This is an optimization exercise on Yosys and OpenROAD, whose aim is small area, not a production implementation. Only simulation tests tie the RTL to the original design; equivalence was not proved.

// rs_syndrome_calc
module rs_syndrome_calc
(
   input  logic         clk,
   input  logic         rst,
   input  logic         din_valid,
   input  logic         din_sof,
   input  logic [7:0]   data_in,
   output logic         synd_valid,
   input  logic         synd_ready,
   output logic [255:0] syndromes,
   output logic         synd_err,
   output logic         overrun,
   output logic         sync_err
);
   localparam logic [7:0] C_SLOT1   = 8'h03;    
   localparam logic [7:0] C_SLOT254 = 8'h8f;    
   logic [7:0]   r_cnt;
   logic [7:0]   w_cnt_step;
   logic [255:0] r_acc;
   logic [255:0] r_synd;
   logic         r_valid;
   logic         r_overrun;
   logic         r_sync_err;
   logic [7:0]   w_slot;
   logic         w_first;
   logic         w_last;
   logic         w_sync;
   logic         w_load;
   logic         w_drop;
   logic [255:0] w_acc_next;
   assign w_slot     = (din_valid && din_sof) ? 8'd0 : r_cnt;
   assign w_first    = (w_slot == 8'd0);
   assign w_last     = din_valid && (w_slot == C_SLOT254);
   assign w_sync     = din_valid && din_sof && (r_cnt != 8'd0);
   assign w_cnt_step = rs_syndrome_calc_pkg::gf2_8_mul(w_slot, 8'h02) ^ C_SLOT1;
   assign w_load  = w_last && (!r_valid || synd_ready);
   assign w_drop  = w_last && r_valid && !synd_ready;
   genvar j;
   generate
      for (j = 1; j <= rs_syndrome_calc_pkg::NSYM; j++) begin : g_cell
         rs_synd_cell #(
            .J (j)
         ) u_cell (
            .i_acc      (r_acc[8*j-1 -: 8]),
            .i_keep     (!w_first),
            .i_data     (data_in),
            .o_acc_next (w_acc_next[8*j-1 -: 8])
         );
      end
   endgenerate
   always_ff @(posedge clk) begin
      if (din_valid) r_acc <= w_acc_next;
   end
   always_ff @(posedge clk) begin
      if (w_load) r_synd <= w_acc_next;
   end
   always_ff @(posedge clk or posedge rst) begin
      if (rst) begin
         r_cnt      <= 8'd0;
         r_valid    <= 1'b0;
         r_overrun  <= 1'b0;
         r_sync_err <= 1'b0;
      end else begin
         if (din_valid)
  ...
For scale: roughly 520 flip-flops, ~270 I/O pins.
clock: 6.0 ns
lec_check: 0
cap_margin: 20
core_margin: 2
core_utilization: 85
place_density: 0.92
slew_margin: 20
synth_hierarchical: 1
synth_minimum_keep_size: 0
standard.sh (not shown) runs the stock make flow with config.mk's settings and CLKGATE_MAP_FILE= SYNTH_SCRIPT=/design/flow/synth_recipe.tcl, a recipe that flattens the netlist after the stock synthesis.
==> flow/flow/run.sh <==
#!/bin/bash
# Standard ORFS layout with three changes to how it is made:
#  - port buffers use the smallest buffer (buf_1) instead of the one buffer_ports picks;
#  - CTS uses small clock buffers and inserts no dummy load cells.
# Every tool's output goes to flow_make.log in the work folder (ORFS keeps its own
# per-step logs under orfs/logs/).
set -euo pipefail
export BUFFER_PORTS_ARGS="-buffer_cell sky130_fd_sc_hd__buf_1"
export CTS_ARGS="-sink_clustering_enable -repair_clock_nets -dont_use_dummy_load -sink_clustering_size 16 -sink_clustering_max_diameter 80 -buf_list {sky130_fd_sc_hd__clkbuf_8}"
bash standard.sh finish > flow_make.log 2>&1
Edit:
CORE_UTILIZATION = 90   (was 85)
PLACE_DENSITY = 0.95   (was 0.92)
What happened:
- The changed run did not get past global placement (3_3_place_gp)
- synthesized cell count stays the same
- area after synthesis is unchanged
Edit:
CORE_UTILIZATION = 75   (was 90)
PLACE_DENSITY = 0.88   (was 0.95)
Effect: The new run ran to the end with no violations. Synthesized area does not change. Synthesized cell count is unchanged.
Edit:
--- a/flow/flow/run.sh
+++ b/flow/flow/run.sh
@@ -9 +9 @@
-export CTS_ARGS="-sink_clustering_enable -repair_clock_nets -dont_use_dummy_load -sink_clustering_size 16 -sink_clustering_max_diameter 80 -buf_list {sky130_fd_sc_hd__clkbuf_8}"
+export CTS_ARGS="-sink_clustering_enable -repair_clock_nets -dont_use_dummy_load -sink_clustering_size 19 -sink_clustering_max_diameter 50 -buf_list {sky130_fd_sc_hd__clkbuf_8}"
Setup slack loses 0.026 ns.
Sequential share of layout area hardly moves.
Synthesized cell count does not change.
Final area stays flat.

==> re-timing with driven ports <==
The flow's constraints put no driver on any port. The routed layouts listed below were extracted and timed again, unchanged, in two steps.
Step 1 (the two cells are an assumption about what drives the block):
set clk [get_ports {clk}]
set_driving_cell -lib_cell sky130_fd_sc_hd__clkbuf_16 $clk
set_driving_cell -lib_cell sky130_fd_sc_hd__buf_2 [delete_from_list [all_inputs] $clk]
Step 2 also shifts input and output timing later by t, the mid clock arrival at the registers, as if the neighbouring blocks saw the same clock.
Slacks: ideal / step 1 / step 2; pairs: ideal / step 1.
run | shift t [ns] | setup WS [ns] | worst setup path at the end | latest minus earliest clock arrival (ns) | cell pins on the clock port's net
the first run | 0.607 | 1.669 / 1.620 / 1.267 | input to register | 0.039 / 0.039 | 1
the third run | 0.601 | 1.781 / 1.717 / 1.116 | input to register | 0.025 / 0.024 | 1
the fourth run | 0.617 | 1.756 / 1.690 / 1.074 | input to register | 0.051 / 0.051 | 1
After both steps every run listed still meets setup and hold. For the fourth run, which loses most, drivers alone change the setup slack by -0.066 ns; drivers and shift together by -0.682 ns.
